Source: an optimization exercise on an open RTL-to-GDS flow (aim: small area). Production flows keep margins and buffers that such runs may drop. The RTL was checked by simulation tests, not by an equivalence proof against the original design. Power and IR drop assume default switching activity. The flow treats the clock pin as an ideal source, which a real chip does not have.

### flow/constraint.sdc
create_clock -name core_clock -period 6.5 [get_ports {tb_clk}]
set_input_delay 1.3000 -clock core_clock [delete_from_list [all_inputs] [get_ports {tb_clk}]]
set_output_delay 1.3000 -clock core_clock [all_outputs]
set_load 0.01 [all_outputs]
### flow/standard.sh
#!/bin/bash
# synth_recipe.tcl (not shown) runs the flow's synth.tcl, then flattens the netlist and writes it again
# the make line also repeats each setting of config.mk as NAME=value (left out here)
make -C /OpenROAD-flow-scripts/flow DESIGN_CONFIG=/design/flow/config.mk WORK_HOME=/design/flow/orfs CLKGATE_MAP_FILE= SYNTH_SCRIPT=/design/flow/synth_recipe.tcl "${@:-finish}"
### flow/design.v
package ahb_pkg;
  typedef enum logic [1:0] {
    IDLE   = 2'b00,
    BUSY   = 2'b01,
    NONSEQ = 2'b10,
    SEQ    = 2'b11
  } htrans_e;
  typedef enum logic [2:0] {
    BYTE   = 3'b000,
    HALF   = 3'b001,
    WORD   = 3'b010,
    DWORD  = 3'b011,
    LINE4  = 3'b100,
    LINE8  = 3'b101,
    LINE16 = 3'b110,
    LINE32 = 3'b111
  } hsize_e;
  typedef enum logic [2:0] {
    SINGLE = 3'b000,
    INCR   = 3'b001,
    WRAP4  = 3'b010,
    INCR4  = 3'b011,
    WRAP8  = 3'b100,
    INCR8  = 3'b101,
    WRAP16 = 3'b110,
    INCR16 = 3'b111
  } hburst_e;
endpackage
package slave_pkg;
  typedef enum logic [1:0] {
    RESP_OKAY      = 2'b00,
    RESP_ERR_FIRST = 2'b01,
    RESP_ERR_LAST  = 2'b10
  } resp_state_e;
  typedef logic [$clog2(64)-1:0] word_idx_t;
endpackage
`timescale 1ns/100ps
module ahb_addr_phase (
  input  logic                       tb_clk,
  input  logic                       rst_i,
  input  logic                       hsel_i,
  input  logic [8-1:0]     haddr_i,
  input  ahb_pkg::htrans_e           htrans_i,
  input  ahb_pkg::hsize_e            hsize_i,
  input  logic                       hwrite_i,
  input  logic                       hready_i,
  output logic [3:0]                 dp_idx_o,
  output logic                       dp_rd_hi_o,
  output logic [3:0]                 dp_lane_we_o,
  output logic                       dp_err_o
);
  logic accept;
  logic align_ok;
  logic map_ok;
  logic legal;
  logic store_wr;
  logic       dp_store_wr;
  logic [1:0] dp_lo;
  logic [1:0] dp_size;
  assign accept = hsel_i && hready_i && htrans_i[1];
  always_comb begin
    map_ok = hwrite_i ? (haddr_i[7] | haddr_i[6]) : ~haddr_i[7];
    case (hsize_i)
      3'd0:    align_ok = 1'b1;
      3'd1:    align_ok = ~haddr_i[0];
      3'd2:    align_ok = (haddr_i[1:0] == 2'b00);
      default: align_ok = 1'b0;
    endcase
    legal = map_ok && align_ok;
  end
  assign dp_err_o = accept && !legal;
  assign store_wr = accept && legal && hwrite_i && (haddr_i[7:6] == 2'b01);
  always_ff @(posedge tb_clk) begin
    if (rst_i) begin
      dp_store_wr <= 1'b0;
    end else begin
      dp_store_wr <= store_wr;
    end
  end
  always_ff @(posedge tb_clk) begin
    dp_idx_o   <= haddr_i[5:2];
    dp_rd_hi_o <= haddr_i[6];
    dp_lo      <= haddr_i[1:0];
    dp_size    <= hsize_i[1:0];
  end
  logic [3:0] lanes;
  assign lanes[0] = ~dp_lo[1] & ~dp_lo[0];
  assign lanes[1] = ~dp_lo[1] & (dp_lo[0] | dp_size[0] | dp_size[1]);
  assign lanes[2] = (dp_lo[1] & ~dp_lo[0]) | dp_size[1];
  assign lanes[3] = (dp_lo[1] & (dp_lo[0] | dp_size[0])) | dp_size[1];
  assign dp_lane_we_o = dp_store_wr ? lanes : 4'b0000;
endmodule
`timescale 1ns/100ps
module ahb_resp_ctrl (
  input  logic tb_clk,
  input  logic rst_i,
  input  logic dp_err_i,
  output logic hready_o,
  output logic hresp_o
);
  logic err_first_q;
  logic err_last_q;
  always_ff @(posedge tb_clk) begin
    if (rst_i) begin
      err_first_q <= 1'b0;
      err_last_q  <= 1'b0;
    end else begin
      err_first_q <= dp_err_i;
      err_last_q  <= err_first_q;
    end
  end
  assign hready_o = ~err_first_q;
  assign hresp_o  = err_first_q | err_last_q;
endmodule
`timescale 1ns/100ps
module ws_hold_sel (
  input  logic load_i,
  input  logic d_i,
  input  logic hold_i,
  input  logic q_i,
  output logic y_o
);
  assign y_o = (load_i & d_i) | (hold_i & q_i);
endmodule
module ws_read3_n (
  input  logic [2:0] sel_i,
  input  logic [2:0] d_i,
  output logic       y_no
);
  assign y_no = ~|(sel_i & d_i);
endmodule
module ws_read1_n (
  input  logic sel_i,
  input  logic d_i,
  output logic y_no
);
  assign y_no = ~(sel_i & d_i);
endmodule
module ws_nor2 (
  input  logic a_i,
  input  logic b_i,
  output logic y_o
);
  assign y_o = ~(a_i | b_i);
endmodule
module ws_nand2 (
  input  logic a_i,
  input  logic b_i,
  output logic y_o
);
  assign y_o = ~(a_i & b_i);
endmodule
module ws_inv (
  input  logic a_i,
  output logic y_o
);
  assign y_o = ~a_i;
endmodule
module ws_nand6 (
  input  logic [5:0] a_i,
  output logic       y_o
);
  logic lo;
  ws_and3 u_lo (.a_i(a_i[2:0]), .y_o(lo));
  ws_nand4 u_hi (.a_i({a_i[5:3], lo}), .y_o(y_o));
endmodule
module ws_and3 (
  input  logic [2:0] a_i,
  output logic       y_o
);
  assign y_o = &a_i;
endmodule
module ws_nand4 (
  input  logic [3:0] a_i,
  output logic       y_o
);
  assign y_o = ~&a_i;
endmodule
module word_store (
  input  logic                      tb_clk,
  input  logic                      rst_i,
  input  logic [3:0]                idx_i,
  input  logic                      rd_hi_i,
  input  logic [3:0]                lane_we_i,
  input  logic [32-1:0]    wdata_i,
  output logic [32-1:0]    rdata_o
);
  localparam int LANES = 32 / 8;
  localparam int WORDS = 16;
  logic [32-1:0] mem_q [WORDS];
  logic [32-1:0] mem_d [WORDS];
  logic [LANES-1:0] load [WORDS];
  logic [LANES-1:0] hold [WORDS];
  logic [WORDS-1:0] rsel [2];
  logic [WORDS-1:0] wdec_n;
  logic [3:0]       pre_lo;
  logic [3:0]       pre_hi;
  logic [LANES-1:0] lane_n;
  always_comb begin
    for (int j = 0; j < 4; j++) begin
      pre_lo[j] = (idx_i[1:0] == 2'(j));
      pre_hi[j] = rd_hi_i & (idx_i[3:2] == 2'(j));
    end
    for (int b = 0; b < LANES; b++) begin
      lane_n[b] = rst_i | ~lane_we_i[b];
    end
  end
  for (genvar w = 0; w < WORDS; w++) begin : g_dec
    ws_nand2 u_dec (.a_i(pre_lo[w % 4]), .b_i(pre_hi[w / 4]), .y_o(wdec_n[w]));
    ws_inv   u_sel_lo (.a_i(wdec_n[w]), .y_o(rsel[0][w]));
    ws_inv   u_sel_hi (.a_i(wdec_n[w]), .y_o(rsel[1][w]));
  end
  for (genvar w = 0; w < WORDS; w++) begin : g_ctl
    for (genvar b = 0; b < LANES; b++) begin : g_lane
      ws_nor2 u_load (.a_i(wdec_n[w]), .b_i(lane_n[b]), .y_o(load[w][b]));
      ws_nor2 u_hold (.a_i(load[w][b]), .b_i(rst_i), .y_o(hold[w][b]));
    end
  end
  for (genvar w = 0; w < WORDS; w++) begin : g_word
    for (genvar i = 0; i < 32; i++) begin : g_bit
      ws_hold_sel u_sel (
        .load_i (load[w][i/8]),
        .d_i    (wdata_i[i]),
        .hold_i (hold[w][i/8]),
        .q_i    (mem_q[w][i]),
        .y_o    (mem_d[w][i])
      );
    end
  end
  always_ff @(posedge tb_clk) begin
    for (int w = 0; w < WORDS; w++) begin
      mem_q[w] <= mem_d[w];
    end
  end
  logic [5:0] rd_n [32];
  for (genvar i = 0; i < 32; i++) begin : g_rd
    for (genvar g = 0; g < 5; g++) begin : g_grp
      ws_read3_n u_rd3 (
        .sel_i (rsel[i / 16][3*g +: 3]),
        .d_i   ({mem_q[3*g+2][i], mem_q[3*g+1][i], mem_q[3*g][i]}),
        .y_no  (rd_n[i][g])
      );
    end
    ws_read1_n u_rd1 (
      .sel_i (rsel[i / 16][15]),
      .d_i   (mem_q[15][i]),
      .y_no  (rd_n[i][5])
    );
    ws_nand6 u_or (.a_i(rd_n[i]), .y_o(rdata_o[i]));
  end
endmodule
`timescale 1ns/100ps
module ahb_lite_slave (
  input  logic                    tb_clk,
  input  logic                    rst_i,
  input  logic                    hsel_i,
  input  logic [8-1:0]  haddr_i,
  input  ahb_pkg::htrans_e        htrans_i,
  input  ahb_pkg::hsize_e         hsize_i,
  input  logic                    hwrite_i,
  input  logic [32-1:0]  hwdata_i,
  output logic [32-1:0]  hrdata_o,
  output logic                    hready_o,
  output logic                    hresp_o
);
  logic [3:0] dp_idx;
  logic       dp_rd_hi;
  logic [3:0] dp_lane_we;
  logic       dp_err;
  ahb_addr_phase u_addr_phase (
    .tb_clk       (tb_clk),
    .rst_i        (rst_i),
    .hsel_i       (hsel_i),
    .haddr_i      (haddr_i),
    .htrans_i     (htrans_i),
    .hsize_i      (hsize_i),
    .hwrite_i     (hwrite_i),
    .hready_i     (hready_o),
    .dp_idx_o     (dp_idx),
    .dp_rd_hi_o   (dp_rd_hi),
    .dp_lane_we_o (dp_lane_we),
    .dp_err_o     (dp_err)
  );
  ahb_resp_ctrl u_resp_ctrl (
    .tb_clk   (tb_clk),
    .rst_i    (rst_i),
    .dp_err_i (dp_err),
    .hready_o (hready_o),
    .hresp_o  (hresp_o)
  );
  word_store u_word_store (
    .tb_clk    (tb_clk),
    .rst_i     (rst_i),
    .idx_i     (dp_idx),
    .rd_hi_i   (dp_rd_hi),
    .lane_we_i (dp_lane_we),
    .wdata_i   (hwdata_i),
    .rdata_o   (hrdata_o)
  );
endmodule
### flow/flow/run.sh
#!/bin/bash
# Standard layout, with small port buffers and a clock tree of larger sink clusters without
# dummy loads. Each tool's output goes to a log of its own in this folder.
set -euo pipefail
export BUFFER_PORTS_ARGS="-buffer_cell sky130_fd_sc_hd__buf_1"
export CTS_ARGS="-sink_clustering_enable -repair_clock_nets -dont_use_dummy_load -sink_clustering_size 30 -sink_clustering_max_diameter 100"
bash standard.sh > standard_make.log 2>&1
### flow/config.mk
export PLATFORM = sky130hd
export DESIGN_NAME = ahb_lite_slave
export DESIGN_NICKNAME = ahb_lite_slave
export VERILOG_FILES = /design/flow/design.v
export SDC_FILE = /design/flow/constraint.sdc
export NUM_CORES = 4
export LEC_CHECK = 0
export CAP_MARGIN = 0
export CORE_MARGIN = 2
export CORE_UTILIZATION = 60
export GPL_TIMING_DRIVEN = 0
export PLACE_DENSITY = 0.7
export SLEW_MARGIN = 0
export SYNTH_HIERARCHICAL = 1
==> results.txt, run 1 <==
CTS Root Cell=clkbuf_16; R2R Path Start=u_addr_phase.dp_lo[0]; CP endpoint=hrdata_o[23]; Leakage=~7 nW; Fin Setup TNS=0 ns; fin crit share=0.689; Yosys reg bits=~520; R2R setup slack=3.90 ns; reg-to-reg endpoint=u_word_store.mem_q[0][28]; MaxCap Viol Count=0; count leader, synth=dfxtp_1; wire length on met1=between 20000 and 25000 um; main area contributors after synthesis=dfxtp_1, a22o_1, a222oi_1, nor2_1, and3_1; Tot GR Track Use=0.315; Synth top area share=0.583; pre-CTS setup slack=between 2 and 2.5 ns; Post-Syn Nets=~1600; CP endpoint kind=output port; H-tree depth=1; ys async rst share=0; final wirelength=51000 um; outcome=timing/DRC/antenna clean; distinct cell type count after synthesis=23; post-cts sizing count=0; CTS clock-pin slew for the worst setup and hold paths=~0.11 ns; Initial Utilization=0.609; unrepaired setup endpoints after global routing=no; Via density=~7.2; Slew @ Worst Pin=0.969 ns; Layout Nets=1656; slowest cell delay on critical path=between 0.5 and 0.6 ns; die width=177 um; cell taking the most area after synthesis=dfxtp_1; Port Buf Inserts=between 80 and 90; post-CTS setup buffers=0; largest net degree at the start of global routing=31; Max Clk Rate=between 0.2 and 0.25 GHz; drt initial violations=2157; VDD IR max=~0.19 mV; Area growth syn-to-layout=7.59%; met3 wire length=3990 um; Fin. Hold Viols=0; clock buffer depth=3; row count=63; routed length per placed instance=25.6 um; layout cells sized above 1=0.0187; placed cell count=1974; critical path cell sequence=and2_2, nand2_1, inv_1, a222oi_1, and3_1, nand4_1, buf_1; cts hold-fix bufs=0; synth warn=16; Final Non-Filler Cells=roughly 2000; Final Setup Violations=0; initial antenna violation count=0; Seq/Total Area, Yosys=0.583; min Tclk post-route=4.48 ns; Arr. time, crit path=3.18 ns; n_diodes=0; slowest CP cell=a222oi_1; Levels on crit path=7; # IOs=83; DP Wirelength=approximately 32000 um; Residual DRC=0; Main synth FF type=dfxtp_1; critical path class=flop to output port; vias in the first global route=about 13000; setup ws final=between 2 and 2.5 ns; worst-path maximum fanout=16; Die ar.=approximately 0.031 mm^2; DR WL met2=between 20000 and 25000 um; worst path required time=5.20 ns; core area=~0.030 mm^2; delay-heaviest family, CP=simple AND/OR/NAND/NOR gates; number of synthesized flops with an enable pin=0; Power per Cell Area=~250 mW/mm^2; Worst setup startpoint=u_addr_phase.dp_idx_o[0]; max_slew headroom=0.354; Initial DRT Pass Iterations=6; mapped cell area=0.0180 mm^2; vias=about 14000; reg2reg path depth=6; number of max-slew violations in the final report=0; synth cell count leaders=dfxtp_1, a22o_1, a222oi_1, nor2_1, nand2_1; CTS tree=yes; Detail Route Antenna Nets=0; type of origin of the critical path=flop; CP Buf/Inv Count=2; routability cong.=roughly 0.83; GRT overflow=0; worst min-delay path category=flop to flop; DR top layer=met4; CTS Buf Count=21; post-synthesis area per instance=around 12 um^2; overall die height=around 180 um; CTS sink count=roughly 520; instance count of the mapped netlist=roughly 1500; first-pass GRT wire length=approximately 78000 um; clk_skew=approximately 0.039 ns; clock latency on the worst-skew pair=0.55 ns; Final Core Density=0.655
[sequential cells by signal, indices dropped and copies added, names as in the netlist]
name	count
u_addr_phase.dp_rd_hi_o	1
u_addr_phase.dp_idx_o	4
u_resp_ctrl.err_last_q	1
u_addr_phase.dp_lo	2
u_word_store.mem_q	512
u_addr_phase.dp_store_wr	1
u_addr_phase.dp_size	2
u_resp_ctrl.err_first_q	1
[power breakdown]
group | internal [mW] | switching, mW | total, mW
Sequential | 3.21 | 0.00270 | 3.22
Combinational | 0.0242 | 0.154 | 0.179
Clock | 0.585 | 0.944 | 1.53
Total | 3.82 | 1.10 | 4.92
[cells in the final DEF, fill, tap and decap left out, types with 4 or more instances in the layout]
cell type  Yosys  routed
nand2b_1       5       5
a222oi_1     160     160
buf_1          0      80
and3_1        33      33
dfxtp_1      524     524
a22o_1       512     512
nor2_1       131     131
clkbuf_16      0      21
nand2_1       48      48
o21a_1         4       4
nand4_1       32      32
nor2b_1        4       4
inv_1         33      33
[kinds of logic after synthesis]
| logic type | after synthesis | synth area share |
|---|---|---|
| simple gates | 266 | 0.0695 |
| flops | 524 | 0.583 |
| compound gates | 678 | 0.341 |
| buf+inv | 33 | 0.00688 |
[worst register-to-register path: stages, from the launching register on]
cell and delay [ns]:
dfxtp_1 0.40, o21a_1 0.12, o21a_1 0.18, nand2b_1 0.45, nor2_1 0.72, nor2_1 0.34
a22o_1 0.30
[Yosys stat by module (local to each module, per instance), excerpt]
module	cell area (um^2)	flip-flops and latches
word_store	10300	512
ahb_addr_phase	323	10
ahb_resp_ctrl	65.1	2
ws_read3_n	10.0	0
ws_hold_sel	8.76	0
ws_and3	6.26	0
ws_nand4	6.26	0
ws_inv	3.75	0
ws_nand2	3.75	0
ws_nor2	3.75	0
ws_read1_n	3.75	0
[stage by stage]
stage                     hold WS [ns]  total power [mW]  cell area (um^2)
after floorplan                  0.438              3.35             18000
after global placement           0.451              3.46             18800
after detailed placement         0.451              3.46             18800
after CTS                        0.473              4.94             19400
after global routing             0.483              5.05             19400
final                            0.471              4.92             19400
[per-layer routing]
metal / up-vias / GRT usage
li1: 6521 / -
met1: 7142 / 0.461
met2: 675 / 0.485
met3: 79 / 0.0436
met4: 0 / 0.0964
met5: - / 0
[worst min-delay path by stage]
stage | start | endpoint | slack [ns] | cells past startpoint
after CTS | u_word_store.mem_q[5][16] | u_word_store.mem_q[5][16] | 0.47 | 1
after floorplan | u_word_store.mem_q[0][0] | u_word_store.mem_q[0][0] | 0.44 | 1
after global placement | u_word_store.mem_q[12][24] | u_word_store.mem_q[12][24] | 0.45 | 1
final | u_word_store.mem_q[4][18] | u_word_store.mem_q[4][18] | 0.47 | 1
after detailed placement | u_word_store.mem_q[12][28] | u_word_store.mem_q[12][28] | 0.45 | 1
after global routing | u_word_store.mem_q[3][23] | u_word_store.mem_q[3][23] | 0.48 | 1
[final cells by class]
cell class,count,area [um^2]
Sequential cell,524,10500
Tap cell,390,488
Multi-Input combinational cell,944,7380
Timing Repair Buffer,83,353
Clock buffer,21,526
Inverter,33,124
Fill cell,2348,10200
==> run 2: changes to the inputs <==
--- a/flow/config.mk
+++ b/flow/config.mk
@@ -8,7 +8,6 @@
 export CAP_MARGIN = 0
 export CORE_MARGIN = 2
 export CORE_UTILIZATION = 60
-export GPL_TIMING_DRIVEN = 0
 export PLACE_DENSITY = 0.7
 export SLEW_MARGIN = 0
 export SYNTH_HIERARCHICAL = 1
==> results.txt, run 2 <==
outcome=timing/DRC/antenna clean; number of synthesized flops with an enable pin=0; routability cong.=~0.84; critical path class=flop to output port; Via density=7.21; Final Setup Violations=0; delay-heaviest family, CP=simple AND/OR/NAND/NOR gates; max_slew headroom=0.351; CTS sink count=~520; Residual DRC=0; final wirelength=around 51000 um; Power per Cell Area=254 mW/mm^2; clock latency on the worst-skew pair=between 0.5 and 0.6 ns; ys async rst share=0; Seq/Total Area, Yosys=0.583; GRT overflow=0; Tot Pwr=between 4 and 5 mW; layout cells sized above 1=0.0181; initial antenna violation count=0; vias=roughly 14000; clock buffer depth=3; MaxCap Viol Count=0; Initial DRT Pass Iterations=7; # IOs=83; min Tclk post-route=about 4.5 ns; pre-CTS setup slack=2.55 ns; most frequent cells in the layout=dfxtp_1, a22o_1, a222oi_1; CTS tree=yes; main area contributors after synthesis=dfxtp_1, a22o_1, a222oi_1, nor2_1, and3_1; Layout Nets=between 1500 and 2000; post-synthesis area per instance=~12 um^2; Leakage=between 7 and 8 nW; synth warn=16; max reg flops=512; cell taking the most area after synthesis=dfxtp_1; Largest Register=u_word_store.mem_q; routed length per placed instance=about 26 um; unrepaired setup endpoints after global routing=no; Fin Setup TNS=0 ns; Arr. time, crit path=between 3 and 4 ns; fin crit share=0.691; worst path required time=5.20 ns; slowest cell delay on critical path=a little under 0.6 ns; Initial Utilization=0.609; worst-path maximum fanout=16; Area growth syn-to-layout=7.37%; critical path cell sequence=and2_2, nand2_1, inv_1, a222oi_1, and3_1, nand4_1, buf_1; overall die height=roughly 180 um; type of origin of the critical path=flop; setup ws final=2.01 ns; Synth top area share=0.583; CTS clock-pin slew for the worst setup and hold paths=0.11 ns; slowest CP cell=a222oi_1; die width=around 180 um; clk_skew=slightly above 0.04 ns; CTS Buf Count=21; synth cell count leaders=dfxtp_1, a22o_1, a222oi_1, nor2_1, nand2_1; number of max-slew violations in the final report=0; Detail Route Antenna Nets=0; Post-Syn Nets=approximately 1600; CTS Root Cell=clkbuf_16; distinct cell type count after synthesis=23; cts hold-fix bufs=0; H-tree depth=1; core area=a little under 0.03 mm^2; first-pass GRT wire length=slightly below 80000 um; worst min-delay path category=flop to flop; count leader, synth=dfxtp_1; n_diodes=0; mapped cell area=0.0180 mm^2; VDD IR max=around 0.22 mV; most common cell after layout, fill and taps aside=dfxtp_1; Port Buf Inserts=a little over 80; Max Clk Rate=around 0.22 GHz; post-CTS setup buffers=0; Die ar.=~0.031 mm^2; instance count of the mapped netlist=1501; Fin. Hold Viols=0; post-cts sizing count=0; row count=63; Tot GR Track Use=0.316; Main synth FF type=dfxtp_1; Yosys reg bits=around 520; Slew @ Worst Pin=roughly 0.97 ns; biggest regs=u_word_store.mem_q x512, u_addr_phase.dp_idx_o x4; CP endpoint kind=output port; drt initial violations=2051; vias in the first global route=about 14000; largest net degree at the start of global routing=42; CP Buf/Inv Count=2; DP Wirelength=roughly 32000 um
-- run 2: path summary, 6_finish.rpt --
path / end / startpoint / cells past startpoint / slack, ns
setup / recovery: hrdata_o[20] / u_addr_phase.dp_idx_o[0] / 7 / 2.01
hold reg to reg: u_word_store.mem_q[4][18] / u_word_store.mem_q[4][18] / 1 / 0.47
hold / removal: u_word_store.mem_q[4][18] / u_word_store.mem_q[4][18] / 1 / 0.47
setup reg to reg: u_word_store.mem_q[2][29] / u_addr_phase.dp_lo[0] / 6 / 3.92
-- run 2: layer usage --
metal / track usage / wire length [um]
met1: 0.461 / 22300
met2: 0.495 / 23300
met3: 0.0372 / 4120
met4: 0.0861 / 1280
met5: 0 / 0
-- run 2: worst register-to-register path, stage by stage (launching register included) --
cell and delay (ns):
dfxtp_1 0.40, o21a_1 0.14, o21a_1 0.15, nand2b_1 0.43
nor2_1 0.72, nor2_1 0.32, a22o_1 0.31
-- run 2: cell families after synthesis --
logic type,synth area share
compound gates,0.341
flops,0.583
simple gates,0.0695
buf+inv,0.00688
-- run 2: cell type report --
| cell class | instances | area [um^2] |
|---|---|---|
| well taps | 390 | 488 |
| multi-input cells | 944 | 7380 |
| fillers | 2417 | 10200 |
| flip-flops and latches | 524 | 10500 |
| repair buffers | 82 | 313 |
| clock buffers | 21 | 526 |
| inverters | 33 | 124 |
-- run 2: where the power goes --
group | switching [mW] | internal, mW | leakage, nW | total [mW]
logic | 0.154 | 0.0217 | 2.63 | 0.176
registers | 0.00275 | 3.21 | 4.22 | 3.22
clock network | 0.934 | 0.586 | 0.259 | 1.52
-- run 2: per-stage QoR --
step           std cells  cell area [um^2]  utilization  hold WS [ns]
4_1_cts             1994             19300        0.654         0.473
3_5_place_dp        1973             18800        0.636         0.452
5_1_grt             1994             19300        0.654         0.493
3_3_place_gp        1973             18800        0.636         0.451
6_report            1994             19300        0.654         0.473
2_1_floorplan       1501             18000            -         0.438
-- run 2: modules after synthesis (local to each module, per instance), excerpt --
module | flops+latches | cells inside | copies in the design
ws_nand2 | 0 | 1 | 16
ws_inv | 0 | 1 | 32
ahb_addr_phase | 10 | 27 | 1
ws_nor2 | 0 | 1 | 128
ws_read3_n | 0 | 1 | 160
ws_nand4 | 0 | 1 | 32
ahb_resp_ctrl | 2 | 6 | 1
ws_and3 | 0 | 1 | 32
word_store | 512 | 524 | 1
ws_read1_n | 0 | 1 | 32
==> run 3: changes to the inputs <==
--- a/flow/design.v
+++ b/flow/design.v
@@ -35,6 +35,33 @@
   typedef logic [$clog2(64)-1:0] word_idx_t;
 endpackage
 `timescale 1ns/100ps
+module ap_nor2 (input logic a_i, input logic b_i, output logic y_o);
+  assign y_o = ~(a_i | b_i);
+endmodule
+module ap_nand3 (input logic a_i, input logic b_i, input logic c_i, output logic y_o);
+  assign y_o = ~(a_i & b_i & c_i);
+endmodule
+module ap_o21ai (input logic a1_i, input logic a2_i, input logic b1_i, output logic y_o);
+  assign y_o = ~((a1_i | a2_i) & b1_i);
+endmodule
+module ap_and3b (input logic a_ni, input logic b_i, input logic c_i, output logic y_o);
+  assign y_o = ~a_ni & b_i & c_i;
+endmodule
+module ap_mux2i (input logic a0_i, input logic a1_i, input logic s_i, output logic y_o);
+  assign y_o = ~(s_i ? a1_i : a0_i);
+endmodule
+module ap_and2 (input logic a_i, input logic b_i, output logic y_o);
+  assign y_o = a_i & b_i;
+endmodule
+module ap_nand4b (input logic a_ni, input logic b_i, input logic c_i, input logic d_i, output logic y_o);
+  assign y_o = ~(~a_ni & b_i & c_i & d_i);
+endmodule
+module ap_inv (input logic a_i, output logic y_o);
+  assign y_o = ~a_i;
+endmodule
+module ap_or2 (input logic a_i, input logic b_i, output logic y_o);
+  assign y_o = a_i | b_i;
+endmodule
 module ahb_addr_phase (
   input  logic                       tb_clk,
   input  logic                       rst_i,
@@ -43,39 +70,39 @@
   input  ahb_pkg::htrans_e           htrans_i,
   input  ahb_pkg::hsize_e            hsize_i,
   input  logic                       hwrite_i,
-  input  logic                       hready_i,
+  input  logic                       err_first_i,
   output logic [3:0]                 dp_idx_o,
   output logic                       dp_rd_hi_o,
-  output logic [3:0]                 dp_lane_we_o,
+  output logic [3:0]                 dp_lane_wr_no,
   output logic                       dp_err_o
 );
-  logic accept;
+  logic run;
+  logic take_n;
+  logic odd_ok;
+  logic half_ok;
   logic align_ok;
+  logic hi_none;
   logic map_ok;
   logic legal;
+  logic store_n;
   logic store_wr;
+  ap_nor2   u_run     (.a_i(rst_i), .b_i(err_first_i), .y_o(run));
+  ap_nand3  u_take    (.a_i(hsel_i), .b_i(htrans_i[1]), .c_i(run), .y_o(take_n));
+  ap_o21ai  u_odd     (.a1_i(haddr_i[0]), .a2_i(hsize_i[1]), .b1_i(hsize_i[0]), .y_o(odd_ok));
+  ap_o21ai  u_half    (.a1_i(haddr_i[0]), .a2_i(haddr_i[1]), .b1_i(hsize_i[1]), .y_o(half_ok));
+  ap_and3b  u_align   (.a_ni(hsize_i[2]), .b_i(odd_ok), .c_i(half_ok), .y_o(align_ok));
+  ap_nor2   u_hi_none (.a_i(haddr_i[7]), .b_i(haddr_i[6]), .y_o(hi_none));
+  ap_mux2i  u_map     (.a0_i(haddr_i[7]), .a1_i(hi_none), .s_i(hwrite_i), .y_o(map_ok));
+  ap_and2   u_legal   (.a_i(align_ok), .b_i(map_ok), .y_o(legal));
+  ap_nor2   u_err     (.a_i(take_n), .b_i(legal), .y_o(dp_err_o));
+  ap_nand4b u_store_n (.a_ni(haddr_i[7]), .b_i(haddr_i[6]), .c_i(hwrite_i), .d_i(align_ok),
+                       .y_o(store_n));
+  ap_nor2   u_store   (.a_i(take_n), .b_i(store_n), .y_o(store_wr));
   logic       dp_store_wr;
   logic [1:0] dp_lo;
   logic [1:0] dp_size;
-  assign accept = hsel_i && hready_i && htrans_i[1];
-  always_comb begin
-    map_ok = hwrite_i ? (haddr_i[7] | haddr_i[6]) : ~haddr_i[7];
-    case (hsize_i)
-      3'd0:    align_ok = 1'b1;
-      3'd1:    align_ok = ~haddr_i[0];
-      3'd2:    align_ok = (haddr_i[1:0] == 2'b00);
-      default: align_ok = 1'b0;
-    endcase
-    legal = map_ok && align_ok;
-  end
-  assign dp_err_o = accept && !legal;
-  assign store_wr = accept && legal && hwrite_i && (haddr_i[7:6] == 2'b01);
   always_ff @(posedge tb_clk) begin
-    if (rst_i) begin
-      dp_store_wr <= 1'b0;
-    end else begin
-      dp_store_wr <= store_wr;
-    end
+    dp_store_wr <= store_wr;
   end
   always_ff @(posedge tb_clk) begin
     dp_idx_o   <= haddr_i[5:2];
@@ -88,29 +115,28 @@
   assign lanes[1] = ~dp_lo[1] & (dp_lo[0] | dp_size[0] | dp_size[1]);
   assign lanes[2] = (dp_lo[1] & ~dp_lo[0]) | dp_size[1];
   assign lanes[3] = (dp_lo[1] & (dp_lo[0] | dp_size[0])) | dp_size[1];
-  assign dp_lane_we_o = dp_store_wr ? lanes : 4'b0000;
+  assign dp_lane_wr_no = ~({4{dp_store_wr & ~rst_i}} & lanes);
 endmodule
 `timescale 1ns/100ps
 module ahb_resp_ctrl (
   input  logic tb_clk,
   input  logic rst_i,
   input  logic dp_err_i,
+  output logic err_first_o,
   output logic hready_o,
   output logic hresp_o
 );
   logic err_first_q;
   logic err_last_q;
+  logic err_last_d;
+  ap_nor2 u_last (.a_i(rst_i), .b_i(hready_o), .y_o(err_last_d));
   always_ff @(posedge tb_clk) begin
-    if (rst_i) begin
-      err_first_q <= 1'b0;
-      err_last_q  <= 1'b0;
-    end else begin
-      err_first_q <= dp_err_i;
-      err_last_q  <= err_first_q;
-    end
+    err_first_q <= dp_err_i;
+    err_last_q  <= err_last_d;
   end
-  assign hready_o = ~err_first_q;
-  assign hresp_o  = err_first_q | err_last_q;
+  assign err_first_o = err_first_q;
+  ap_inv u_ready (.a_i(err_first_q), .y_o(hready_o));
+  ap_or2 u_resp  (.a_i(err_first_q), .b_i(err_last_q), .y_o(hresp_o));
 endmodule
 `timescale 1ns/100ps
 module ws_hold_sel (
@@ -181,7 +207,7 @@
   input  logic                      rst_i,
   input  logic [3:0]                idx_i,
   input  logic                      rd_hi_i,
-  input  logic [3:0]                lane_we_i,
+  input  logic [3:0]                lane_wr_ni,
   input  logic [32-1:0]    wdata_i,
   output logic [32-1:0]    rdata_o
 );
@@ -195,15 +221,11 @@
   logic [WORDS-1:0] wdec_n;
   logic [3:0]       pre_lo;
   logic [3:0]       pre_hi;
-  logic [LANES-1:0] lane_n;
   always_comb begin
     for (int j = 0; j < 4; j++) begin
       pre_lo[j] = (idx_i[1:0] == 2'(j));
       pre_hi[j] = rd_hi_i & (idx_i[3:2] == 2'(j));
     end
-    for (int b = 0; b < LANES; b++) begin
-      lane_n[b] = rst_i | ~lane_we_i[b];
-    end
   end
   for (genvar w = 0; w < WORDS; w++) begin : g_dec
     ws_nand2 u_dec (.a_i(pre_lo[w % 4]), .b_i(pre_hi[w / 4]), .y_o(wdec_n[w]));
@@ -212,7 +234,7 @@
   end
   for (genvar w = 0; w < WORDS; w++) begin : g_ctl
     for (genvar b = 0; b < LANES; b++) begin : g_lane
-      ws_nor2 u_load (.a_i(wdec_n[w]), .b_i(lane_n[b]), .y_o(load[w][b]));
+      ws_nor2 u_load (.a_i(wdec_n[w]), .b_i(lane_wr_ni[b]), .y_o(load[w][b]));
       ws_nor2 u_hold (.a_i(load[w][b]), .b_i(rst_i), .y_o(hold[w][b]));
     end
   end
@@ -265,8 +287,9 @@
 );
   logic [3:0] dp_idx;
   logic       dp_rd_hi;
-  logic [3:0] dp_lane_we;
+  logic [3:0] dp_lane_wr_n;
   logic       dp_err;
+  logic       err_first;
   ahb_addr_phase u_addr_phase (
     .tb_clk       (tb_clk),
     .rst_i        (rst_i),
@@ -275,16 +298,17 @@
     .htrans_i     (htrans_i),
     .hsize_i      (hsize_i),
     .hwrite_i     (hwrite_i),
-    .hready_i     (hready_o),
+    .err_first_i  (err_first),
     .dp_idx_o     (dp_idx),
     .dp_rd_hi_o   (dp_rd_hi),
-    .dp_lane_we_o (dp_lane_we),
+    .dp_lane_wr_no(dp_lane_wr_n),
     .dp_err_o     (dp_err)
   );
   ahb_resp_ctrl u_resp_ctrl (
     .tb_clk   (tb_clk),
     .rst_i    (rst_i),
     .dp_err_i (dp_err),
+    .err_first_o (err_first),
     .hready_o (hready_o),
     .hresp_o  (hresp_o)
   );
@@ -293,7 +317,7 @@
     .rst_i     (rst_i),
     .idx_i     (dp_idx),
     .rd_hi_i   (dp_rd_hi),
-    .lane_we_i (dp_lane_we),
+    .lane_wr_ni(dp_lane_wr_n),
     .wdata_i   (hwdata_i),
     .rdata_o   (hrdata_o)
   );
==> flow/flow/run.sh (replaced) <==
#!/bin/bash
# Standard layout, with small port buffers and a clock tree of larger sink clusters without
# dummy loads. Each tool's output goes to a log of its own in this folder.
set -euo pipefail
export BUFFER_PORTS_ARGS="-buffer_cell sky130_fd_sc_hd__buf_1"
export CTS_ARGS="-sink_clustering_enable -repair_clock_nets -dont_use_dummy_load -sink_clustering_size 34 -sink_clustering_max_diameter 80"
bash standard.sh > standard_make.log 2>&1
==> results.txt, run 3 <==
outcome=timing/DRC/antenna clean; fin crit share=0.680; synth warn=16; number of max-slew violations in the final report=0; worst min-delay path category=flop to flop; critical path class=flop to output port; CTS tree=yes; VDD IR max=between 0.2 and 0.25 mV; clock latency on the worst-skew pair=~0.54 ns; biggest regs=u_word_store.mem_q x512, u_addr_phase.dp_idx_o x4; H-tree depth=1; overall die height=approximately 180 um; Main synth FF type=dfxtp_1; first-pass GRT wire length=roughly 80000 um; drt initial violations=about 2400; Tot GR Track Use=0.329; cts hold-fix bufs=0; clock buffer depth=3; clk_skew=around 0.024 ns; max reg flops=a little over 500; CTS Root Cell=clkbuf_16; MaxCap Viol Count=0; row count=63; distinct cell type count after synthesis=23; routed length per placed instance=between 20 and 30 um; initial antenna violation count=0; min Tclk post-route=4.42 ns; Fin Setup TNS=0 ns; routability cong.=0.836; Seq/Total Area, Yosys=0.584; type of origin of the critical path=flop; GRT overflow=0; Residual DRC=0; Arr. time, crit path=around 3.1 ns; unrepaired setup endpoints after global routing=no; CTS clock-pin slew for the worst setup and hold paths=about 0.12 ns; Initial Utilization=0.607; Max Clk Rate=0.226 GHz; setup ws final=~2.1 ns; Tot Pwr=~4.9 mW; pre-CTS setup slack=around 2.8 ns; Initial DRT Pass Iterations=9; Fillers=2433; instance count of the mapped netlist=roughly 1500; Synth top area share=0.584; synth cell count leaders=dfxtp_1, a22o_1, a222oi_1, nor2_1, nand2_1; n_diodes=0; core area=about 0.03 mm^2; largest net degree at the start of global routing=between 60 and 70; Post-Syn Nets=about 1500; number of synthesized flops with an enable pin=0; main area contributors after synthesis=dfxtp_1, a22o_1, a222oi_1, nor2_1, and3_1; count leader, synth=dfxtp_1; vias in the first global route=between 10000 and 15000; Yosys reg bits=approximately 520; DP Wirelength=approximately 33000 um; cell taking the most area after synthesis=dfxtp_1; die width=between 150 and 200 um; mapped cell area=~0.018 mm^2; post-CTS setup buffers=0; max_slew headroom=0.335; CP endpoint kind=output port; CTS Buf Count=19; post-synthesis area per instance=between 10 and 15 um^2; Slew @ Worst Pin=0.998 ns; most common cell after layout, fill and taps aside=dfxtp_1; ys async rst share=0; Detail Route Antenna Nets=0; CTS sink count=approximately 520; Port Buf Inserts=81; worst path required time=5.20 ns; Final Setup Violations=0; most frequent cells in the layout=dfxtp_1, a22o_1, a222oi_1; post-cts sizing count=0; worst-path maximum fanout=16; Largest Register=u_word_store.mem_q; layout cells sized above 1=0.0163; register area=0.0105 mm^2; Layout Nets=approximately 1700; vias=14500; Leakage=roughly 7.1 nW; final wirelength=about 53000 um; Multi-input gate area=roughly 0.0073 mm^2; Fin. Hold Viols=0; Area growth syn-to-layout=7.15%; Power per Cell Area=roughly 250 mW/mm^2; Die ar.=roughly 0.031 mm^2; # IOs=slightly above 80; Via density=between 7 and 8
[run 3: cell types whose count changed after synthesis, sizes merged, moves of 2 or more]
cell,delta
nand2b,-4
nor2,+4
o21a,-4
or3,+3
nor2b,-2
o21ai,+2
[run 3: worst max-delay path, stage by stage (launching register included)]
cell	delay (ns)
dfxtp_1	0.38
and2_2	0.24
nand2_1	0.36
inv_1	0.41
a222oi_1	0.57
and3_1	0.27
nand4_1	0.16
buf_1	0.18
[run 3: modules after synthesis, one instance, submodules excluded, a selection]
module / cells inside / area [um^2] / flip-flops and latches / copies in the design
ap_nor2: 1 / 3.75 / 0 / 5
ap_nand4b: 1 / 8.76 / 0 / 1
ahb_resp_ctrl: 2 / 40.0 / 2 / 1
ws_read3_n: 1 / 10.0 / 0 / 160
ap_mux2i: 1 / 10.0 / 0 / 1
ws_read1_n: 1 / 3.75 / 0 / 32
ap_inv: 1 / 3.75 / 0 / 1
[run 3: cell type report]
class                      count  area share
clock buffer                  19      0.0247
inverter                      33     0.00644
multi-input combinational    941       0.381
sequential                   524       0.545
tap                          390      0.0254
timing repair buffer          83      0.0167
[run 3: layer usage]
layer  global-route usage  wire, um  vias to the layer above
met5                    0         0                        -
met4                0.107      1780                        0
met3               0.0415      4170                      102
met2                0.525     25100                      766
met1                0.464     22300                     7109
li1                     -         -                     6500
[run 3: metrics by stage]
stage / hold slack, ns / cells / instance area [um^2] / util
2_1_floorplan: 0.438 / 1498 / 18000 / -
3_3_place_gp: 0.449 / 1971 / 18800 / 0.635
3_5_place_dp: 0.452 / 1971 / 18800 / 0.635
4_1_cts: 0.477 / 1990 / 19200 / 0.651
5_1_grt: 0.493 / 1990 / 19200 / 0.651
6_report: 0.474 / 1990 / 19200 / 0.651
[run 3: cell families after synthesis]
logic type      synth area share
compound gates             0.340
flops                      0.584
simple gates              0.0682
buf+inv                  0.00690
mux                     0.000558
[run 3: power breakdown]
group | internal [mW] | total (mW) | switching, mW
clock network | 0.535 | 1.46 | 0.924
registers | 3.21 | 3.22 | 0.00323
logic | 0.0207 | 0.180 | 0.159
total | 3.77 | 4.86 | 1.09
[run 3: final timing paths]
kind,start,endpoint,slack (ns),cells after the start
max,u_addr_phase.dp_idx_o[0],hrdata_o[20],2.08,7
min,u_resp_ctrl.err_first_q,u_resp_ctrl.err_last_q,0.47,2
max reg2reg,u_addr_phase.dp_idx_o[1],u_word_store.mem_q[14][7],3.86,5
min reg2reg,u_resp_ctrl.err_first_q,u_resp_ctrl.err_last_q,0.47,2
==> run 4: changes to the inputs <==
==> flow/flow/run.sh (replaced) <==
#!/bin/bash
# Standard layout, with small port buffers and a clock tree of larger sink clusters without
# dummy loads. Each tool's output goes to a log of its own in this folder.
set -euo pipefail
export BUFFER_PORTS_ARGS="-buffer_cell sky130_fd_sc_hd__buf_1"
export CTS_ARGS="-sink_clustering_enable -repair_clock_nets -dont_use_dummy_load -sink_clustering_size 30 -sink_clustering_max_diameter 100"
bash standard.sh > standard_make.log 2>&1
==> results.txt, run 4 <==
outcome=timing/DRC/antenna clean; Post-DP Area=0.0188 mm^2; vias in the first global route=roughly 14000; Power per Cell Area=between 200 and 300 mW/mm^2; Initial DRT Pass Iterations=6; synth cell count leaders=dfxtp_1, a22o_1, a222oi_1, nor2_1, nand2_1; final wirelength=between 50000 and 60000 um; die width=approximately 180 um; VDD IR max=~0.23 mV; ys async rst share=0; Final Core Density=0.652; mapped cell area=between 0.015 and 0.02 mm^2; max_slew headroom=0.329; cts hold-fix bufs=0; overall die height=around 180 um; Die ar.=around 0.031 mm^2; distinct cell type count after synthesis=23; Max Clk Rate=between 0.2 and 0.25 GHz; main area contributors after synthesis=dfxtp_1, a22o_1, a222oi_1, nor2_1, and3_1; # IOs=83; row count=between 60 and 70; Slew @ Worst Pin=between 1 and 1.5 ns; Via density=around 7.3; Fillers=approximately 2400; Hold Path Sink=u_resp_ctrl.err_last_q; CTS clock-pin slew for the worst setup and hold paths=0.11 ns; layout cells sized above 1=0.0175; Final Setup Violations=0; fin crit share=0.686; Layout Nets=~1700; Port Buf Inserts=81; R2R Path Start=u_addr_phase.dp_idx_o[1]; n_diodes=0; cell taking the most area after synthesis=dfxtp_1; Tot Pwr=~5 mW; H-tree depth=1; worst path required time=between 5 and 6 ns; drt initial violations=around 2400; vias=roughly 15000; clock latency on the worst-skew pair=approximately 0.56 ns; GRT overflow=0; Final Non-Filler Cells=between 1500 and 2000; Arr. time, crit path=3.16 ns; critical path class=flop to output port; instance count of the mapped netlist=1498; clock buffer depth=3; CTS Buf Count=21; MaxCap Viol Count=0; Area growth syn-to-layout=7.43%; HP Start=u_resp_ctrl.err_first_q; Fin Setup TNS=0 ns; placed cell count=1971; Yosys reg bits=about 520; count leader, synth=dfxtp_1; setup ws final=~2 ns; Tot GR Track Use=0.331; CTS Root Cell=clkbuf_16; pre-CTS setup slack=2.77 ns; routability cong.=between 0.8 and 0.9; type of origin of the critical path=flop; number of max-slew violations in the final report=0; Synth top area share=0.584; worst-path maximum fanout=16; post-CTS setup buffers=0; Fin. Hold Viols=0; Residual DRC=0; largest net degree at the start of global routing=67; clk_skew=around 0.044 ns; initial antenna violation count=0; worst min-delay path category=flop to flop; GR Util met3=0.0410; number of synthesized flops with an enable pin=0; WHS=~0.47 ns; GR peak layer=met2; M1 GR Usage=0.464; CTS sink count=~520; first-pass GRT wire length=around 81000 um; reg2reg path depth=5; biggest regs=u_word_store.mem_q x512, u_addr_phase.dp_idx_o x4; most frequent cells in the layout=dfxtp_1, a22o_1, a222oi_1; most common cell after layout, fill and taps aside=dfxtp_1; DP Wirelength=approximately 33000 um; met2 usage=0.530; reg-to-reg endpoint=u_word_store.mem_q[14][2]; post-synthesis area per instance=between 10 and 15 um^2; core area=slightly below 0.03 mm^2; post-cts sizing count=0; routed length per placed instance=~27 um; CTS tree=yes; min Tclk post-route=roughly 4.5 ns; Largest Register=u_word_store.mem_q; Seq/Total Area, Yosys=0.584; R2R setup slack=roughly 3.8 ns; Detail Route Antenna Nets=0; synth warn=16; Main synth FF type=dfxtp_1; Post-Syn Nets=between 1500 and 2000; CP endpoint kind=output port; max reg flops=a little over 500; Initial Utilization=0.607; design area=slightly below 0.02 mm^2; worst hold path depth=2; unrepaired setup endpoints after global routing=no; Leakage=7.11 nW
==> run 4: cell count changes in the layout (fill, tap and decap cells not counted), sizes merged <==
cell and delta:
clkbuf +2
==> run 4: layout make-up <==
cell class / instances / area (um^2) / share of cell area
tap: 390 / 488 / 0.0253
multi-input combinational: 941 / 7340 / 0.380
sequential: 524 / 10500 / 0.544
timing repair buffer: 83 / 320 / 0.0166
clock buffer: 21 / 526 / 0.0272
inverter: 33 / 124 / 0.00642
==> run 4: report_power, final <==
part	total (mW)	internal (mW)	switching (mW)
Combinational	0.180	0.0207	0.159
Sequential	3.22	3.21	0.00321
Clock	1.53	0.586	0.949
==> run 4: metal layers <==
| metal | vias to the layer above | part of all wire |
|---|---|---|
| li1 | 6498 | - |
| met1 | 7197 | 0.41 |
| met2 | 739 | 0.47 |
| met3 | 89 | 0.079 |
| met4 | 0 | 0.033 |
| met5 | - | 0 |
==> run 4: worst max-delay path by stage <==
stage,endpoint,cells after the start,from
6_report,hrdata_o[20],7,u_addr_phase.dp_idx_o[0]
5_1_grt,hrdata_o[18],6,u_addr_phase.dp_idx_o[1]
4_1_cts,hrdata_o[18],6,u_addr_phase.dp_idx_o[1]
3_5_place_dp,hrdata_o[18],6,u_addr_phase.dp_idx_o[1]
3_3_place_gp,u_word_store.mem_q[5][24],6,rst_i
2_1_floorplan,u_word_store.mem_q[0][24],5,rst_i
==> run 4: per-module statistics from Yosys, one instance, submodules excluded, excerpt <==
module / cell area (um^2) / flops+latches / copies in the design / cells inside
ws_nor2: 3.75 / 0 / 128 / 1
ap_nor2: 3.75 / 0 / 5 / 1
ap_or2: 6.26 / 0 / 1 / 1
ws_inv: 3.75 / 0 / 32 / 1
ws_read3_n: 10.0 / 0 / 160 / 1
ap_nand3: 5.00 / 0 / 1 / 1
ws_hold_sel: 8.76 / 0 / 512 / 1
ap_and3b: 8.76 / 0 / 1 / 1
ahb_addr_phase: 255 / 10 / 1 / 18
ap_and2: 6.26 / 0 / 1 / 1
ws_read1_n: 3.75 / 0 / 32 / 1
ws_nand2: 3.75 / 0 / 16 / 1
ahb_resp_ctrl: 40.0 / 2 / 1 / 2
ap_mux2i: 10.0 / 0 / 1 / 1
ws_nand4: 6.26 / 0 / 32 / 1
ws_and3: 6.26 / 0 / 32 / 1
==> run 4: critical path, stage by stage (launching register included) <==
cell	delay, ns
dfxtp_1	0.38
and2_2	0.24
nand2_1	0.37
inv_1	0.42
a222oi_1	0.57
and3_1	0.27
nand4_1	0.17
buf_1	0.18
==> run 4: cells by family after synthesis <==
family	count (synthesis)	share of synthesized area
flip-flops	524	0.584
AO/OA/AOI/OAI	675	0.340
AND/OR/NAND/NOR	265	0.0682
buffers and inverters	33	0.00690
multiplexers	1	0.000558
==> run 5: changes to the inputs <==
==> flow/flow/run.sh (replaced) <==
#!/bin/bash
# Standard layout, with small port buffers and a clock tree of larger sink clusters without
# dummy loads. Each tool's output goes to a log of its own in this folder.
set -euo pipefail
export BUFFER_PORTS_ARGS="-buffer_cell sky130_fd_sc_hd__buf_1"
export CTS_ARGS="-sink_clustering_enable -repair_clock_nets -dont_use_dummy_load -sink_clustering_size 32 -sink_clustering_max_diameter 80"
bash standard.sh > standard_make.log 2>&1
--- a/flow/config.mk
+++ b/flow/config.mk
@@ -7,7 +7,7 @@
 export LEC_CHECK = 0
 export CAP_MARGIN = 0
 export CORE_MARGIN = 2
-export CORE_UTILIZATION = 60
-export PLACE_DENSITY = 0.7
+export CORE_UTILIZATION = 70
+export PLACE_DENSITY = 0.78
 export SLEW_MARGIN = 0
 export SYNTH_HIERARCHICAL = 1
==> results.txt, run 5 <==
outcome=timing/DRC/antenna clean; CTS Root Cell=clkbuf_16; Seq/Total Area, Yosys=0.584; largest net degree at the start of global routing=slightly below 70; drt initial violations=3035; HP Start=u_resp_ctrl.err_first_q; count leader, synth=dfxtp_1; Synth top area share=0.584; most common cell after layout, fill and taps aside=dfxtp_1; distinct cell type count after synthesis=23; worst hold path depth=2; mapped cell area=approximately 0.018 mm^2; Max Clk Rate=0.224 GHz; synth warn=16; CP endpoint kind=output port; vias=14800; critical path class=flop to output port; final wirelength=roughly 52000 um; GRT overflow=0; MaxCap Viol Count=0; Final Setup Violations=0; Arr. time, crit path=approximately 3.2 ns; CTS clock-pin slew for the worst setup and hold paths=around 0.12 ns; clk_skew=roughly 0.055 ns; clock latency on the worst-skew pair=about 0.55 ns; max reg flops=512; R2R Path Start=u_addr_phase.dp_idx_o[1]; sw power=roughly 1.1 mW; Via density=roughly 7.7; post-cts sizing count=0; biggest regs=u_word_store.mem_q x512, u_addr_phase.dp_idx_o x4; Fillers=between 1500 and 2000; initial antenna violation count=2; cts hold-fix bufs=0; Initial DRT Pass Iterations=9; number of synthesized flops with an enable pin=0; Levels on crit path=6; Power per Cell Area=around 250 mW/mm^2; Final Core Density=0.762; worst-path maximum fanout=16; max_slew headroom=0.356; Tot Pwr=just under 5 mW; critical path cell sequence=nor2_1, nand2_1, inv_1, a222oi_1, nand4_1, buf_1; Die ar.=between 0.02 and 0.03 mm^2; delay-heaviest family, CP=simple AND/OR/NAND/NOR gates; Tot GR Track Use=0.370; R2R setup slack=slightly below 4 ns; overall die height=roughly 160 um; min Tclk post-route=around 4.5 ns; ys async rst share=0; vias in the first global route=between 10000 and 15000; Residual DRC=0; Detail Route Antenna Nets=0; # IOs=83; post-CTS setup buffers=0; Leakage=7.09 nW; sequential group share of total power=0.659; routability cong.=0.844; CTS tree=yes; routed length per placed instance=roughly 27 um; Slew @ Worst Pin=between 0.9 and 1 ns; cell taking the most area after synthesis=dfxtp_1; Area growth syn-to-layout=6.87%; unrepaired setup endpoints after global routing=no; post-synthesis area per instance=~12 um^2; die width=~160 um; Yosys reg bits=about 520; CTS sink count=between 500 and 600; Fin Setup TNS=0 ns; number of max-slew violations in the final report=0; Hold Path Sink=u_resp_ctrl.err_last_q; placed cell count=around 1900; Main synth FF type=dfxtp_1; Layout Nets=between 1500 and 2000; layout cells sized above 1=0.0169; main area contributors after synthesis=dfxtp_1, a22o_1, a222oi_1, nor2_1, and3_1; Port Buf Inserts=81; slowest cell delay on critical path=around 0.65 ns; reg2reg path depth=5; reg-to-reg endpoint=u_word_store.mem_q[14][24]; Fin. Hold Viols=0; worst min-delay path category=flop to flop; Final Non-Filler Cells=roughly 1900; worst path required time=around 5.2 ns; core area=~0.025 mm^2; DP Wirelength=between 30000 and 40000 um; instance count of the mapped netlist=between 1000 and 1500; synth cell count leaders=dfxtp_1, a22o_1, a222oi_1, nor2_1, nand2_1; Switching Share=0.223; internal power=3.79 mW; Largest Register=u_word_store.mem_q; clock buffer depth=3; n_diodes=0; CP Buf/Inv Count=2; most frequent cells in the layout=dfxtp_1, a22o_1, a222oi_1; Comb power frac=0.036; H-tree depth=1; CTS Buf Count=20; slowest CP cell=a222oi_1; clock group share of total power=0.305; type of origin of the critical path=flop; Post-Syn Nets=around 1500; VDD IR max=~0.26 mV; fin crit share=0.688; first-pass GRT wire length=~78000 um; Initial Utilization=0.713; row count=slightly below 60
run 5: layer usage:
metal / GRT usage / up-vias / wire length, um
met3: 0.0480 / 138 / 4720
met2: 0.585 / 942 / 24100
met4: 0.160 / 4 / 2240
met1: 0.511 / 7197 / 20500
li1: - / 6503 / -
met5: 0 / - / 26
run 5: kinds of logic after synthesis:
logic type             share of synthesized area
AND/OR/NAND/NOR                           0.0682
AO/OA/AOI/OAI                              0.340
flip-flops                                 0.584
multiplexers                            0.000558
buffers and inverters                    0.00690
run 5: worst max-delay path by stage:
| stage | endpoint | slack (ns) | startpoint |
|---|---|---|---|
| 2_1_floorplan | u_word_store.mem_q[0][24] | 3.62 | rst_i |
| 3_3_place_gp | u_word_store.mem_q[11][9] | 2.46 | rst_i |
| 3_5_place_dp | u_word_store.mem_q[5][13] | 2.38 | rst_i |
| 4_1_cts | hrdata_o[18] | 2.20 | u_addr_phase.dp_idx_o[0] |
| 5_1_grt | hrdata_o[17] | 1.99 | u_addr_phase.dp_idx_o[1] |
| 6_report | hrdata_o[18] | 2.03 | u_addr_phase.dp_idx_o[0] |
run 5: metrics by stage:
stage / setup slack, ns / hold WS, ns / instance area [um^2]
2_1_floorplan: 3.62 / 0.438 / 18000
3_3_place_gp: 2.46 / 0.448 / 18700
3_5_place_dp: 2.38 / 0.452 / 18700
4_1_cts: 2.20 / 0.472 / 19200
5_1_grt: 1.99 / 0.493 / 19200
6_report: 2.03 / 0.467 / 19200
run 5: cell type report:
class / count / area (um^2) / share of cell area
Sequential cell: 524 / 10500 / 0.547
Multi-Input combinational cell: 941 / 7340 / 0.382
Inverter: 33 / 124 / 0.00646
Timing Repair Buffer: 83 / 320 / 0.0167
Tap cell: 330 / 413 / 0.0215
Clock buffer: 20 / 500 / 0.0261
run 5: worst min-delay path, cell delays in order (launching register included):
cell,delay [ns]
dfxtp_1,0.34
inv_1,0.07
nor2_1,0.04
run 5: power groups by stage:
| stage | sequential [mW] | clock [mW] | combinational [mW] |
|---|---|---|---|
| after floorplan | 3.29 | 0 | 0.0609 |
| after global placement | 3.29 | 0 | 0.166 |
| after detailed placement | 3.29 | 0 | 0.169 |
| after CTS | 3.22 | 1.49 | 0.169 |
| after global routing | 3.22 | 1.60 | 0.184 |
| final | 3.22 | 1.49 | 0.176 |
run 5: Yosys stat by module (local to each module, per instance), excerpt:
module         cell area [um^2]  times used  cells inside  flip-flops and latches
word_store                10300           1           520                     512
ahb_resp_ctrl              40.0           1             2                       2
ws_read3_n                 10.0         160             1                       0
ws_hold_sel                8.76         512             1                       0
ap_and3b                   8.76           1             1                       0
ws_and3                    6.26          32             1                       0
ap_or2                     6.26           1             1                       0
ap_o21ai                   5.00           2             1                       0
ws_nand2                   3.75          16             1                       0
ap_nor2                    3.75           5             1                       0
ws_nor2                    3.75         128             1                       0
==> run 6: changes to the inputs <==
--- a/flow/design.v
+++ b/flow/design.v
@@ -217,7 +217,7 @@
   logic [32-1:0] mem_d [WORDS];
   logic [LANES-1:0] load [WORDS];
   logic [LANES-1:0] hold [WORDS];
-  logic [WORDS-1:0] rsel [2];
+  logic [WORDS-1:0] rsel;
   logic [WORDS-1:0] wdec_n;
   logic [3:0]       pre_lo;
   logic [3:0]       pre_hi;
@@ -229,8 +229,7 @@
   end
   for (genvar w = 0; w < WORDS; w++) begin : g_dec
     ws_nand2 u_dec (.a_i(pre_lo[w % 4]), .b_i(pre_hi[w / 4]), .y_o(wdec_n[w]));
-    ws_inv   u_sel_lo (.a_i(wdec_n[w]), .y_o(rsel[0][w]));
-    ws_inv   u_sel_hi (.a_i(wdec_n[w]), .y_o(rsel[1][w]));
+    ws_inv   u_sel (.a_i(wdec_n[w]), .y_o(rsel[w]));
   end
   for (genvar w = 0; w < WORDS; w++) begin : g_ctl
     for (genvar b = 0; b < LANES; b++) begin : g_lane
@@ -258,13 +257,13 @@
   for (genvar i = 0; i < 32; i++) begin : g_rd
     for (genvar g = 0; g < 5; g++) begin : g_grp
       ws_read3_n u_rd3 (
-        .sel_i (rsel[i / 16][3*g +: 3]),
+        .sel_i (rsel[3*g +: 3]),
         .d_i   ({mem_q[3*g+2][i], mem_q[3*g+1][i], mem_q[3*g][i]}),
         .y_no  (rd_n[i][g])
       );
     end
     ws_read1_n u_rd1 (
-      .sel_i (rsel[i / 16][15]),
+      .sel_i (rsel[15]),
       .d_i   (mem_q[15][i]),
       .y_no  (rd_n[i][5])
     );
==> flow/flow/run.sh (replaced) <==
#!/bin/bash
set -euo pipefail
export BUFFER_PORTS_ARGS="-buffer_cell sky130_fd_sc_hd__buf_1"
export CTS_ARGS="-sink_clustering_enable -repair_clock_nets -dont_use_dummy_load -sink_clustering_size 32 -sink_clustering_max_diameter 80"
export PRE_FLOORPLAN_TCL="$PWD/flow/size_rsel.tcl"
bash standard.sh > standard_make.log 2>&1
==> flow/flow/size_rsel.tcl (new file) <==
# Each read-select inverter drives one a222oi input in every bit of the word. Give it the
# stronger inverter of the same area, so its net needs no buffers.
set n 0
foreach net [get_nets -hierarchical {u_word_store.g_dec*u_sel.y_o}] {
  set drv [get_pins -of_objects $net -filter "direction == output"]
  foreach pin $drv {
    set inst [get_cells -of_objects $pin]
    if {[get_property [get_lib_cells -of_objects $inst] name] eq "sky130_fd_sc_hd__inv_1"} {
      replace_cell $inst sky130_fd_sc_hd__inv_2
      incr n
    }
  }
}
puts "size_rsel: resized $n read-select inverters"
==> results.txt, run 6 <==
R2R setup slack=between 3 and 4 ns; # IOs=83; number of synthesized flops with an enable pin=0; min Tclk post-route=~4.5 ns; cell taking the most area after synthesis=dfxtp_1; VDD IR max=~0.26 mV; CP Buf/Inv Count=2; instance count of the mapped netlist=approximately 1500; Fin. Hold Viols=0; most frequent cells in the layout=dfxtp_1, a22o_1, a222oi_1; vias=14700; H-tree depth=1; distinct cell type count after synthesis=23; MaxCap Viol Count=0; die width=~160 um; clock buffer depth=3; n_diodes=0; fin crit share=0.698; routed length per placed instance=approximately 27 um; vias in the first global route=about 13000; final wirelength=between 50000 and 60000 um; Port Buf Inserts=81; Switching Share=0.224; max reg flops=slightly above 500; type of origin of the critical path=flop; core area=0.0251 mm^2; worst-path maximum fanout=32; post-cts sizing count=0; max_slew headroom=0.368; Hold Path Sink=u_word_store.mem_q[7][30]; Main synth FF type=dfxtp_1; Arr. time, crit path=approximately 3.2 ns; critical path cell sequence=and3b_1, nand2_1, inv_2, a222oi_1, and3_1, nand4_1, buf_1; sequential group share of total power=0.658; Post-DP Area=between 0.015 and 0.02 mm^2; unrepaired setup endpoints after global routing=no; Area growth syn-to-layout=6.89%; CTS tree=yes; clock latency on the worst-skew pair=about 0.56 ns; most common cell after layout, fill and taps aside=dfxtp_1; worst min-delay path category=flop to flop; mapped cell area=~0.018 mm^2; Initial Utilization=0.713; first-pass GRT wire length=78300 um; Fillers=1702; Detail Route Antenna Nets=0; design area=roughly 0.019 mm^2; CTS clock-pin slew for the worst setup and hold paths=between 0.1 and 0.15 ns; worst hold path depth=1; register area=roughly 0.010 mm^2; CTS Root Cell=clkbuf_16; Synth top area share=0.586; largest net degree at the start of global routing=67; biggest regs=u_word_store.mem_q x512, u_addr_phase.dp_idx_o x4; count leader, synth=dfxtp_1; Die ar.=roughly 0.027 mm^2; cts hold-fix bufs=0; outcome=timing/DRC/antenna clean; critical path class=flop to output port; Final Setup Violations=0; Yosys reg bits=roughly 520; synth cell count leaders=dfxtp_1, a22o_1, a222oi_1, nor2_1, nand2_1; clk_skew=between 0.04 and 0.05 ns; initial antenna violation count=0; ys async rst share=0; Leakage=around 6.9 nW; Tot GR Track Use=0.374; row count=between 50 and 60; DP Wirelength=between 30000 and 40000 um; Layout Nets=roughly 1600; slowest CP cell=a222oi_1; Max Clk Rate=roughly 0.22 GHz; sw power=between 1 and 1.5 mW; Residual DRC=0; Post-Syn Nets=between 1500 and 2000; Multi-input gate area=around 0.0073 mm^2; HP Start=u_word_store.mem_q[7][30]; CTS sink count=524; Slew @ Worst Pin=roughly 0.95 ns; R2R Path Start=u_addr_phase.dp_lo[0]; delay-heaviest family, CP=simple AND/OR/NAND/NOR gates; Comb power frac=0.037; Seq/Total Area, Yosys=0.586; internal power=between 3 and 4 mW; clock group share of total power=0.305; slowest cell delay on critical path=~0.54 ns; routability cong.=~0.88; drt initial violations=2901; Via density=roughly 7.7; synth warn=15; post-synthesis area per instance=approximately 12 um^2; CTS Buf Count=20; reg-to-reg endpoint=u_word_store.mem_q[6][30]; CP endpoint kind=output port; post-CTS setup buffers=0; GRT overflow=0; Fin Setup TNS=0 ns; main area contributors after synthesis=dfxtp_1, a22o_1, a222oi_1, nor2_1, and3_1; worst path required time=5.20 ns; number of max-slew violations in the final report=0; Initial DRT Pass Iterations=7; Power per Cell Area=~260 mW/mm^2; Largest Register=u_word_store.mem_q; reg2reg path depth=5; layout cells sized above 1=0.0271; overall die height=roughly 160 um
run 6: cell types whose count changed after synthesis, sizes merged:
cell | previous run | this run
inv | 33 | 17
run 6: kinds of logic after synthesis:
group,Yosys count,share of synthesized area
buf+inv,17,0.00357
compound gates,675,0.341
simple gates,265,0.0685
flops,524,0.586
mux,1,0.000559
run 6: worst register-to-register path: stages, from the launching register on:
cell,delay (ns)
dfxtp_1,0.37
nor3_1,0.08
or3_1,0.65
nor2_1,0.69
nor2_1,0.34
a22o_1,0.30
run 6: power by group through the flow:
stage | logic [mW] | clock network, mW | registers (mW)
finish | 0.178 | 1.49 | 3.22
global route | 0.185 | 1.60 | 3.22
detailed placement | 0.169 | 0 | 3.29
global placement | 0.166 | 0 | 3.29
floorplan | 0.0608 | 0 | 3.29
CTS | 0.170 | 1.50 | 3.22
run 6: Yosys stat by module, one instance, submodules excluded, a selection:
module / cells inside / area [um^2] / flops+latches / times used
ws_and3: 1 / 6.26 / 0 / 32
ap_inv: 1 / 3.75 / 0 / 1
ap_and2: 1 / 6.26 / 0 / 1
ap_nor2: 1 / 3.75 / 0 / 5
ap_or2: 1 / 6.26 / 0 / 1
ws_hold_sel: 1 / 8.76 / 0 / 512
ws_nor2: 1 / 3.75 / 0 / 128
word_store: 520 / 10300 / 512 / 1
ahb_addr_phase: 18 / 255 / 10 / 1
run 6: per-layer routing:
layer / track usage / routed length, um
met1: 0.539 / 21800
met2: 0.571 / 23400
met3: 0.0740 / 5570
met4: 0.115 / 1680
met5: 0 / 0
run 6: how the worst max path moves through the flow:
stage | end | cells past startpoint | slack [ns] | from
global placement | hrdata_o[2] | 7 | 2.71 | u_addr_phase.dp_idx_o[3]
floorplan | u_word_store.mem_q[0][24] | 5 | 3.62 | rst_i
CTS | hrdata_o[2] | 7 | 2.07 | u_addr_phase.dp_idx_o[2]
detailed placement | hrdata_o[2] | 7 | 2.67 | u_addr_phase.dp_idx_o[2]
global route | hrdata_o[2] | 7 | 1.88 | u_addr_phase.dp_idx_o[2]
finish | hrdata_o[25] | 7 | 1.97 | u_addr_phase.dp_idx_o[3]
run 6: through the flow:
step / hold WS [ns] / worst slack, ns / utilization / power [mW] / cells
floorplan: 0.438 / 3.62 / - / 3.35 / 1482
global placement: 0.450 / 2.71 / 0.742 / 3.46 / 1895
detailed placement: 0.452 / 2.67 / 0.742 / 3.46 / 1895
CTS: 0.476 / 2.07 / 0.762 / 4.88 / 1915
global route: 0.492 / 1.88 / 0.762 / 5.01 / 1915
finish: 0.478 / 1.97 / 0.762 / 4.89 / 1915
run 6: final cells by class:
class                           count  area share
Tap cell                          330      0.0216
Sequential cell                   524       0.548
Inverter                           17     0.00334
Clock buffer                       20      0.0262
Timing Repair Buffer               83      0.0167
Multi-Input combinational cell    941       0.384

-- port drivers added, routing unchanged --
How much do the figures lean on ideal ports? The routed layouts below were timed once more, with nothing changed but the port constraints.
Step 1 sets driving cells, clkbuf_16 on the clock port and buf_2 on the other inputs (assumed; they add their load-dependent delay and slew).
Step 2, shift: input delay + t, output delay - t, t = (earliest + latest rising clock arrival at the registers) / 2. This alone moves slack from input paths to output paths.
Three values: ideal, step 1, step 2; two values: the first two.
| run | t (ns) | setup slack, ns | worst setup path at the end |
|---|---|---|---|
| run 1 | 0.589 | 2.019 / 1.966 / 2.349 | input to register |
| run 2 | 0.594 | 2.006 / 1.952 / 2.457 | input to register |
| run 3 | 0.587 | 2.080 / 2.026 / 2.612 | register to output |
| run 4 | 0.592 | 2.040 / 1.987 / 2.579 | register to output |
| run 5 | 0.576 | 2.028 / 1.977 / 2.323 | input to register |
| run 6 | 0.589 | 1.966 / 1.914 / 2.503 | register to output |
After both steps setup and hold are still met in every run listed.
